This design comes from an exercise in tuning for small area and a short achievable clock period on the open sky130 flow, not from production work. RTL that was checked went through simulation tests only; none was proved equivalent to the original.

old:
## inv_sqrt_unit
module inv_sqrt_unit #(
	parameter logic [9:0] PIPE = 10'b0111111111
) (
	input  logic clk,
	input  logic reset,
	input  logic in_valid,
	input  fp_pkg::int_t in_value,
	output logic out_valid,
	output fp_pkg::fp_t  out_fp,
	output fp_pkg::int_t out_fixed
);
==> flow/config.mk <==
export PLATFORM = sky130hd
export DESIGN_NAME = inv_sqrt_unit
export DESIGN_NICKNAME = inv_sqrt_unit
export VERILOG_FILES = /design/flow/design.v
export SDC_FILE = /design/flow/constraint.sdc
export NUM_CORES = 4
export LEC_CHECK = 0
export CAP_MARGIN = 20
export CORE_MARGIN = 2
export CORE_UTILIZATION = 40
export CTS_CLUSTER_DIAMETER = 130
export CTS_CLUSTER_SIZE = 30
export SLEW_MARGIN = 20
export SYNTH_HIERARCHICAL = 1
export SYNTH_MINIMUM_KEEP_SIZE = 0
==> flow/constraint.sdc <==
create_clock -name core_clock -period 9.5 [get_ports {clk}]
set_input_delay 1.9000 -clock core_clock [delete_from_list [all_inputs] [get_ports {clk}]]
set_output_delay 1.9000 -clock core_clock [all_outputs]
set_load 0.01 [all_outputs]
standard.sh (not shown) runs the stock make flow with config.mk's settings and CLKGATE_MAP_FILE= SYNTH_SCRIPT=/design/flow/synth_recipe.tcl, a recipe that flattens the netlist after the stock synthesis.
==> flow/flow/run.sh <==
#!/bin/bash
set -euo pipefail
export SETUP_SLACK_MARGIN=6.3
bash standard.sh > standard.log 2>&1
Relative to old, the following input files were edited for new:
diff --git a/flow/design.v b/flow/design.v
--- a/flow/design.v
+++ b/flow/design.v
@@ -1812,21 +1812,21 @@
 	output logic s,
 	output logic co
 );
 	assign s = a ^ b;
 	assign co = a & b;
 endmodule
 `default_nettype wire
 `timescale 1ns/10ps
 `default_nettype none
 module inv_sqrt_unit #(
-	parameter logic [9:0] PIPE = 10'b0111111111
+	parameter logic [9:0] PIPE = 10'b1111111111
 ) (
 	input  logic clk,
 	input  logic reset,
 	input  logic in_valid,
 	input  fp_pkg::int_t in_value,
 	output logic out_valid,
 	output fp_pkg::fp_t  out_fp,
 	output fp_pkg::int_t out_fixed
 );
 	localparam int LAT = 1 + PIPE[0] + PIPE[1] + PIPE[2] + PIPE[3] + PIPE[4] +
--- outcome ---
The wire length on met1 in new sits 280 um above the value recorded for old.
In new the area after synthesis turned out about 1.1% higher than in old.
Taking old as 1.0, new lands at 1.06 on sequential cell count.
Delta (new minus old): number of non-clock buffers lower, largest net degree at the start of global routing went up.
The RTL of old was laid out without a check of its function.

Another version of the RTL of inv_sqrt_unit (not shown whole).
Size in the first run: about 2,900 cells after synthesis, roughly 63 I/O pins, roughly 32,000 sq um of cells after synthesis.
Settings: LEC_CHECK=0, CAP_MARGIN=20, CORE_MARGIN=2, CORE_UTILIZATION=40, CTS_CLUSTER_DIAMETER=100, CTS_CLUSTER_SIZE=30, SLEW_MARGIN=20, SYNTH_HIERARCHICAL=1, SYNTH_MINIMUM_KEEP_SIZE=0; clock period 9.5 ns.
Scripts as last shown in full above: flow/flow/run.sh
Then changed:
--- a/flow/design.v
+++ b/flow/design.v
@@ -1812,21 +1812,21 @@
 	output logic s,
 	output logic co
 );
 	assign s = a ^ b;
 	assign co = a & b;
 endmodule
 `default_nettype wire
 `timescale 1ns/10ps
 `default_nettype none
 module inv_sqrt_unit #(
-	parameter logic [9:0] PIPE = 10'b1111111110
+	parameter logic [9:0] PIPE = 10'b0111111111
 ) (
 	input  logic clk,
 	input  logic reset,
 	input  logic in_valid,
 	input  fp_pkg::int_t in_value,
 	output logic out_valid,
 	output fp_pkg::fp_t  out_fp,
 	output fp_pkg::int_t out_fixed
 );
 	localparam int LAT = 1 + PIPE[0] + PIPE[1] + PIPE[2] + PIPE[3] + PIPE[4] +
After rerunning:
- wire length went down by 1.8%
- hold slack hardly moves
- die area drops by 0.31%
- worst setup slack improves by 0.28 ns
- final area fell by 1.2%
- non-clock buffer count goes down by 51
- via count came out lower by 1.7%
- register-to-register slack degrades by 0.04 ns
- critical path depth grows by 6
- fmax rises by 8.7%
- final cell count falls by 1.5%
- synthesized cell count does not change
- synthesized area is lower by 0.32%
Function was not checked in any run of this note: the RTL went through the layout flow alone.

Another version of the RTL of inv_sqrt_unit (not shown whole).
For scale: about 2800 cells after synthesis, roughly 0.032 mm² of cells after synthesis.
make LEC_CHECK=0 ABC_CLOCK_PERIOD_IN_PS=2000 CAP_MARGIN=20 CORE_MARGIN=2 CORE_UTILIZATION=40 SETUP_SLACK_MARGIN=5 SLEW_MARGIN=20 SYNTH_HIERARCHICAL=1 SYNTH_MINIMUM_KEEP_SIZE=0 finish   # period 9.5 ns
run.sh (not shown) runs the stock make flow with config.mk's settings and CLKGATE_MAP_FILE= SYNTH_SCRIPT=/design/flow/synth_recipe.tcl, a recipe that flattens the netlist after the stock synthesis.
Stock flow here: none of the scripts above is used.
Then changed:
--- a/flow/design.v
+++ b/flow/design.v
@@ -1815,15 +1815,15 @@
 	assign s = a ^ b;
 	assign co = a & b;
 endmodule
 `default_nettype wire
 `timescale 1ns/10ps
 `default_nettype none
 module inv_sqrt_unit #(
-	parameter logic [9:0] PIPE = 10'b1111111111
+	parameter logic [9:0] PIPE = 10'b1111111101
 ) (
 	input  logic clk,
 	input  logic reset,
 	input  logic in_valid,
 	input  fp_pkg::int_t in_value,
 	output logic out_valid,
 	output fp_pkg::fp_t  out_fp,
What happened:
- The changed run completed without violations
- non-clock buffer count went up by 41
- routed wire length went down by 0.50%
- area after synthesis went down by 1.4%
- maximum frequency went down by 1.3%
- via count went up by 0.46%
- hold slack stays flat
- setup slack is worse by 0.056 ns
- utilization went up by 0.34 points
- cell area hardly moves
- clock skew went up by 0.010 ns
No run of this note included a check of the RTL's function; only the layout flow was run.

RTL: one of the versions met above, not the one the previous note started from.
For scale: ~2900 cells after synthesis, roughly 63 I/O pins.
export LEC_CHECK = 0
export CAP_MARGIN = 20
export CORE_MARGIN = 2
export CORE_UTILIZATION = 40
export SLEW_MARGIN = 20
export SYNTH_HIERARCHICAL = 1
export SYNTH_MINIMUM_KEEP_SIZE = 0
create_clock -name core_clock -period 9.5 [get_ports {clk}]
standard.sh (not shown) runs the stock make flow with config.mk's settings and CLKGATE_MAP_FILE= SYNTH_SCRIPT=/design/flow/synth_recipe.tcl, a recipe that flattens the netlist after the stock synthesis.
Scripts as last shown in full above: flow/flow/run.sh
The baseline produced a clean layout.
Next try:
--- a/flow/design.v
+++ b/flow/design.v
@@ -1858,42 +1858,40 @@
 	assign e0 = ~a_p[0];
 	assign sub = {e0, a_m};
 	assign a_u = 16'd28339 - sub;
 	assign a_b1 = (sub > 16'd28339);
 	assign a_t1 = a_b1 | (sub <= 16'd1193);
 	assign a_c = 4'(({1'b0, a_p} + 5'd1) >> 1) + {3'd0, a_b1};
 	assign a_z0 = (~a_b1 & ~e0 & ~a_t1) | (a_b1 & e0);
 	assign a_zn = a_b1 & ~e0;
 	logic [15:0] b_u;
+	logic [14:0] b_m;
 	logic [3:0]  b_c;
 	logic        b_t1, b_z0, b_zn;
-	pipe_reg #(.W(16+4+3), .EN(PIPE[2])) u_c2 (.clk(clk),
-		.d({a_u, a_c, a_t1, a_z0, a_zn}),
-		.q({b_u, b_c, b_t1, b_z0, b_zn}));
+	pipe_reg #(.W(16+15+4+3), .EN(PIPE[2])) u_c2 (.clk(clk),
+		.d({a_u, a_m, a_c, a_t1, a_z0, a_zn}),
+		.q({b_u, b_m, b_c, b_t1, b_z0, b_zn}));
 	logic [35:13] b_ra, b_rb;
 	logic         b_ci;
 	isq_square_tree u_square (.u(b_u), .ra(b_ra), .rb(b_rb), .ci(b_ci));
 	logic [35:13] c_ra, c_rb;
 	logic         c_ci;
 	logic [15:0]  c_u;
+	logic [14:0]  c_m;
 	logic [3:0]   c_c;
 	logic         c_t1, c_z0, c_zn;
-	pipe_reg #(.W(23+23+1+16+4+3), .EN(PIPE[3])) u_c3 (.clk(clk),
-		.d({b_ra, b_rb, b_ci, b_u, b_c, b_t1, b_z0, b_zn}),
-		.q({c_ra, c_rb, c_ci, c_u, c_c, c_t1, c_z0, c_zn}));
+	pipe_reg #(.W(23+23+1+16+15+4+3), .EN(PIPE[3])) u_c3 (.clk(clk),
+		.d({b_ra, b_rb, b_ci, b_u, b_m, b_c, b_t1, b_z0, b_zn}),
+		.q({c_ra, c_rb, c_ci, c_u, c_m, c_c, c_t1, c_z0, c_zn}));
 	logic [35:12] c_p1;
 	logic [16:0]  c_ysq;
 	assign c_p1 = {c_ra, 1'b1} + {c_rb, c_ci};
 	assign c_ysq = c_t1 ? c_p1[34:18] : c_p1[33:17];
-	logic [15:0]  c_sub;
-	logic [14:0]  c_m;
-	assign c_sub = 16'd28339 - c_u;
-	assign c_m = c_sub[14:0];
 	logic [16:-1] c_mb;
 	logic [7:0]   c_mone, c_mtwo;
 	logic [6:0]   c_mneg;
 	assign c_mb = {2'b01, c_m, 1'b0};
 	always_comb begin
 		for (int k = 0; k < 8; k++) begin
 			c_mone[k] = c_mb[2*k] ^ c_mb[2*k-1];
 			c_mtwo[k] = (c_mb[2*k+1] & ~c_mb[2*k] & ~c_mb[2*k-1]) |
 				(~c_mb[2*k+1] & c_mb[2*k] & c_mb[2*k-1]);
@@ -1932,22 +1930,24 @@
 	assign e_xs = e_t2 ? e_q[32:16] : e_q[31:15];
 	assign e_d2 = (e_z0 & ~e_t2) | (e_zn & e_t2);
 	logic [15:0] f_u;
 	logic [16:0] f_xs;
 	logic [3:0]  f_c;
 	logic        f_d2;
 	pipe_reg #(.W(16+17+4+1), .EN(PIPE[6])) u_c6 (.clk(clk),
 		.d({e_u, e_xs, e_c, e_d2}),
 		.q({f_u, f_xs, f_c, f_d2}));
-	logic [15:0] f_negx;
+	logic [17:0] f_h;
+	logic [17:0] f_dfull;
 	logic [14:0] f_d;
-	assign f_negx = 16'd0 - f_xs[15:0];
-	assign f_d = f_d2 ? {f_negx[15:2], 1'b0} : {f_negx[14:1], f_xs[0]};
+	assign f_h = f_d2 ? 18'(({2'b01, f_xs} + 19'd1) >> 1) : {1'b1, f_xs};
+	assign f_dfull = 18'd131072 - f_h;
+	assign f_d = {f_dfull[14:1], f_dfull[0] & f_dfull[17]};
 	logic [15:-1] f_db;
 	logic [7:0]   f_done, f_dtwo, f_dneg;
 	assign f_db = {f_d[14], f_d, 1'b0};
 	always_comb begin
 		for (int k = 0; k < 8; k++) begin
 			f_done[k] = f_db[2*k] ^ f_db[2*k-1];
 			f_dtwo[k] = (f_db[2*k+1] & ~f_db[2*k] & ~f_db[2*k-1]) |
 				(~f_db[2*k+1] & f_db[2*k] & f_db[2*k-1]);
 			f_dneg[k] = f_db[2*k+1];
Effect:
- The changed run produced a clean layout
- worst setup slack is worse by 0.026 ns
- clock-buffer cell count rises by 6
- cell count grows by 2.5%
- core utilization increases by 0.21 points
- synthesized cell count is higher by 1.7%
- cell area rose by 2.6%
- die area goes up by 2.3%
- via count increases by 2.8%
- flip-flop and latch count increases by 31

the reference run:
Another version of the RTL of inv_sqrt_unit (not shown whole).
Size in the first run: roughly 63 I/O pins.
## inv_sqrt_unit
module inv_sqrt_unit #(
	parameter logic [9:0] PIPE = 10'b1111111111
) (
	input  logic clk,
	input  logic reset,
	input  logic in_valid,
	input  fp_pkg::int_t in_value,
	output logic out_valid,
	output fp_pkg::fp_t  out_fp,
	output fp_pkg::int_t out_fixed
);
==> module inv_sqrt_unit, before the edit <==
module inv_sqrt_unit #(
	parameter logic [9:0] PIPE = 10'b1111111111
) (
	input  logic clk,
	input  logic reset,
	input  logic in_valid,
	input  fp_pkg::int_t in_value,
	output logic out_valid,
	output fp_pkg::fp_t  out_fp,
	output fp_pkg::int_t out_fixed
);
	localparam int LAT = 1 + PIPE[0] + PIPE[1] + PIPE[2] + PIPE[3] + PIPE[4] +
		PIPE[5] + PIPE[6] + PIPE[7] + PIPE[8] + PIPE[9];
	logic [15:0] x;
	pipe_reg #(.W(16), .EN(PIPE[0])) u_c0 (.clk(clk), .d(in_value), .q(x));
	logic [15:0] n8, n4, n2, n1;
	logic [3:0]  lz;
	assign lz[3] = (x[15:8] == '0);
	assign n8 = lz[3] ? {x[7:0], 8'd0} : x;
	assign lz[2] = (n8[15:12] == '0);
	assign n4 = lz[2] ? {n8[11:0], 4'd0} : n8;
	assign lz[1] = (n4[15:14] == '0);
	assign n2 = lz[1] ? {n4[13:0], 2'd0} : n4;
	assign lz[0] = ~n2[15];
	assign n1 = lz[0] ? {n2[14:0], 1'b0} : n2;
	logic [14:0] a_m;
	logic [3:0]  a_p;
	pipe_reg #(.W(15+4), .EN(PIPE[1])) u_c1 (.clk(clk),
		.d({n1[14:0], ~lz}), .q({a_m, a_p}));
	logic        e0;
	logic [15:0] sub;
	logic [15:0] a_u;
	logic        a_b1;
	logic        a_t1;
	logic [3:0]  a_c;
	logic        a_z0;
	logic        a_zn;
	assign e0 = ~a_p[0];
	assign sub = {e0, a_m};
	assign a_u = 16'd28339 - sub;
	assign a_b1 = (sub > 16'd28339);
	assign a_t1 = a_b1 | (sub <= 16'd1193);
	assign a_c = 4'(({1'b0, a_p} + 5'd1) >> 1) + {3'd0, a_b1};
	assign a_z0 = (~a_b1 & ~e0 & ~a_t1) | (a_b1 & e0);
	assign a_zn = a_b1 & ~e0;
	logic [15:0] b_u;
	logic [14:0] b_m;
	logic [3:0]  b_c;
	logic        b_t1, b_z0, b_zn;
	pipe_reg #(.W(16+15+4+3), .EN(PIPE[2])) u_c2 (.clk(clk),
		.d({a_u, a_m, a_c, a_t1, a_z0, a_zn}),
		.q({b_u, b_m, b_c, b_t1, b_z0, b_zn}));
	logic [35:17] b_ra, b_rb;
	logic         b_ci;
	isq_square_tree u_square (.u(b_u), .ra(b_ra), .rb(b_rb), .ci(b_ci));
	logic [35:17] c_ra, c_rb;
	logic         c_ci;
	logic [15:0]  c_u;
	logic [14:0]  c_m;
	logic [3:0]   c_c;
	logic         c_t1, c_z0, c_zn;
	pipe_reg #(.W(19+19+1+16+15+4+3), .EN(PIPE[3])) u_c3 (.clk(clk),
		.d({b_ra, b_rb, b_ci, b_u, b_m, b_c, b_t1, b_z0, b_zn}),
		.q({c_ra, c_rb, c_ci, c_u, c_m, c_c, c_t1, c_z0, c_zn}));
	logic [35:17] c_p1;
	logic [16:0]  c_ysq;
	assign c_p1 = c_ra + c_rb + {18'd0, c_ci};
	assign c_ysq = c_t1 ? c_p1[34:18] : c_p1[33:17];
	logic [15:0] d_u;
	logic [14:0] d_m;
	logic [16:0] d_ysq;
	logic [3:0]  d_c;
	logic        d_z0, d_zn;
	pipe_reg #(.W(16+15+17+4+2), .EN(PIPE[4])) u_c4 (.clk(clk),
		.d({c_u, c_m, c_ysq, c_c, c_z0, c_zn}),
		.q({d_u, d_m, d_ysq, d_c, d_z0, d_zn}));
	logic [33:15] d_ra, d_rb;
	logic         d_ci;
	isq_xmul_tree u_xmul (.m(d_m), .s(d_ysq), .ra(d_ra), .rb(d_rb), .ci(d_ci));
	logic [33:15] e_ra, e_rb;
	logic         e_ci;
	logic [15:0]  e_u;
	logic [3:0]   e_c;
	logic         e_z0, e_zn;
	pipe_reg #(.W(19+19+1+16+4+2), .EN(PIPE[5])) u_c5 (.clk(clk),
		.d({d_ra, d_rb, d_ci, d_u, d_c, d_z0, d_zn}),
		.q({e_ra, e_rb, e_ci, e_u, e_c, e_z0, e_zn}));
	logic [33:15] e_q;
	logic         e_t2;
	logic [16:0]  e_xs;
	logic         e_d2;
	assign e_q = e_ra + e_rb + {18'd0, e_ci};
	assign e_t2 = e_q[33];
	assign e_xs = e_t2 ? e_q[32:16] : e_q[31:15];
	assign e_d2 = (e_z0 & ~e_t2) | (e_zn & e_t2);
	logic [15:0] f_u;
	logic [16:0] f_xs;
	logic [3:0]  f_c;
	logic        f_d2;
	pipe_reg #(.W(16+17+4+1), .EN(PIPE[6])) u_c6 (.clk(clk),
		.d({e_u, e_xs, e_c, e_d2}),
		.q({f_u, f_xs, f_c, f_d2}));
	logic [17:0] f_h;
	logic [17:0] f_dfull;
	logic [14:0] f_d;
	assign f_h = f_d2 ? 18'(({2'b01, f_xs} + 19'd1) >> 1) : {1'b1, f_xs};
	assign f_dfull = 18'd131072 - f_h;
	assign f_d = {f_dfull[14:1], f_dfull[0] & f_dfull[17]};
	logic [15:0] g_u;
	logic [14:0] g_d;
	logic [3:0]  g_c;
	pipe_reg #(.W(16+15+4), .EN(PIPE[7])) u_c7 (.clk(clk),
		.d({f_u, f_d, f_c}),
		.q({g_u, g_d, g_c}));
	logic [36:17] g_ra, g_rb;
	logic         g_ci;
	isq_ymul_tree u_ymul (.u(g_u), .d(g_d), .ra(g_ra), .rb(g_rb), .ci(g_ci));
	logic [36:17] h_ra, h_rb;
	logic         h_ci;
	logic [3:0]   h_c;
	pipe_reg #(.W(20+20+1+4), .EN(PIPE[8])) u_c8 (.clk(clk),
		.d({g_ra, g_rb, g_ci, g_c}),
		.q({h_ra, h_rb, h_ci, h_c}));
	logic [36:17] h_w;
	assign h_w = h_ra + h_rb + {19'd0, h_ci};
	logic [36:17] i_w;
	logic [3:0]   i_c;
	pipe_reg #(.W(20+4), .EN(PIPE[9])) u_c9 (.clk(clk),
		.d({h_w, h_c}),
		.q({i_w, i_c}));
	logic [17:0] i_frac;
	logic [3:0]  i_exp;
	logic [19:0] i_fix;
	assign i_frac = i_w[36] ? i_w[35:18] : i_w[34:17];
	assign i_exp = 4'd15 - i_c + {3'd0, i_w[36]};
	assign i_fix = i_w >> (5'd4 + {1'b0, i_c});
	logic [LAT-1:0] vpipe;
	always_ff @(posedge clk) begin
		if (reset) begin
			vpipe <= '0;
		end else begin
			vpipe <= {vpipe[LAT-2:0], in_valid};
		end
	end
	assign out_valid = vpipe[LAT-1];
	logic [3:0]  o_exp;
	logic [17:0] o_frac;
	logic [13:0] o_fix;
	always_ff @(posedge clk) begin
		o_exp <= i_exp;
		o_frac <= i_frac;
		o_fix <= i_fix[13:0];
	end
	assign out_fp = {5'b00111, o_exp, o_frac};
	assign out_fixed = {2'b00, o_fix};
endmodule
Settings: LEC_CHECK=0, ABC_CLOCK_PERIOD_IN_PS=3000, CAP_MARGIN=20, CORE_MARGIN=2, CORE_UTILIZATION=40, SETUP_SLACK_MARGIN=5, SLEW_MARGIN=20, SYNTH_HIERARCHICAL=1, SYNTH_MINIMUM_KEEP_SIZE=0; clock period 9.5 ns.
run.sh (not shown) runs the stock make flow with config.mk's settings and CLKGATE_MAP_FILE= SYNTH_SCRIPT=/design/flow/synth_recipe.tcl, a recipe that flattens the netlist after the stock synthesis.
Stock flow here: none of the scripts above is used.
Here is what was changed in the inputs of the trial run compared with the reference run.
diff --git a/flow/design.v b/flow/design.v
--- a/flow/design.v
+++ b/flow/design.v
@@ -2524,12 +2524,11 @@
 	input  fp_pkg::int_t in_value,
 	output logic out_valid,
 	output fp_pkg::fp_t  out_fp,
 	output fp_pkg::int_t out_fixed
 );
-	localparam int LAT = 1 + PIPE[0] + PIPE[1] + PIPE[2] + PIPE[3] + PIPE[4] +
-		PIPE[5] + PIPE[6] + PIPE[7] + PIPE[8] + PIPE[9];
+	localparam int LAT = $countones(PIPE) + 1;
 	logic [15:0] x;
 	pipe_reg #(.W(16), .EN(PIPE[0])) u_c0 (.clk(clk), .d(in_value), .q(x));
 	logic [15:0] n8, n4, n2, n1;
 	logic [3:0]  lz;
 	assign lz[3] = (x[15:8] == '0);
==> comparison <==
Between the reference run and the trial run, the difference in sequential share of layout area is negligible.
The reference run -> the trial run: pre-CTS setup slack delta 0, exact match
Comparing the reference run against the trial run, there is no change at all in global-route wire length before repair.
As far as final cell count goes, the trial run and the reference run are indistinguishable; the numbers are identical.
Re total met2 wirelength after detailed routing: no difference whatsoever between the reference run and the trial run.
From the reference run to the trial run the numbers moved as follows: routed wire length roughly the same; clock period minus final worst setup slack closely matched the old numbers; setup slack now sits at about the same level.
Comparing the trial run against the reference run, there is no change at all in hold slack.
For the trial run, only the layout was checked, not whether the RTL still works.

port drivers added, routing unchanged:
The results above use ideal ports. As a check the final layouts listed here were re-extracted and re-timed, cells and wires unchanged.
Step 1, drivers: a clkbuf_16 drives clk and a buf_2 each remaining input, both assumed.
Step 2 moves the port delays by t, midway between the first and last clock arrival at a register: inputs arrive t later, outputs are due t later. That takes back most of the time a late clock gives input paths.
Three values: no drivers, after step 1, after step 2; two values: the first two.
| run | t (ns) | setup WS [ns] | worst register clock-pin slew, ns | cell pins on the clock port's net |
|---|---|---|---|---|
| old | 0.619 | 6.341 / 6.336 / 6.341 | 0.12 / 0.12 | 1 |
| new | 0.633 | 6.342 / 6.342 / 6.342 | 0.12 / 0.12 | 1 |
| the first run of note 2 | 0.642 | 6.049 / 6.074 / 5.432 | 0.11 / 0.11 | 1 |
| the second run of note 2 | 0.636 | 6.326 / 6.321 / 6.326 | 0.11 / 0.11 | 1 |
| the first run of note 3 | 0.648 | 5.207 / 5.207 / 5.207 | 0.07 / 0.07 | 1 |
| the second run of note 3 | 0.651 | 5.151 / 5.151 / 5.151 | 0.07 / 0.07 | 1 |
| the first run of note 4 | 0.652 | 6.337 / 6.329 / 6.337 | 0.07 / 0.07 | 1 |
| the second run of note 4 | 0.665 | 6.311 / 6.311 / 6.311 | 0.07 / 0.07 | 1 |
| the reference run | 0.635 | 5.140 / 5.140 / 5.140 | 0.07 / 0.07 | 1 |
| the trial run | 0.635 | 5.140 / 5.140 / 5.140 | 0.07 / 0.07 | 1 |
After both steps every run listed still meets setup and hold. For the first run of note 2, which loses most, drivers alone change the setup slack by +0.025 ns; drivers and shift together by -0.617 ns.
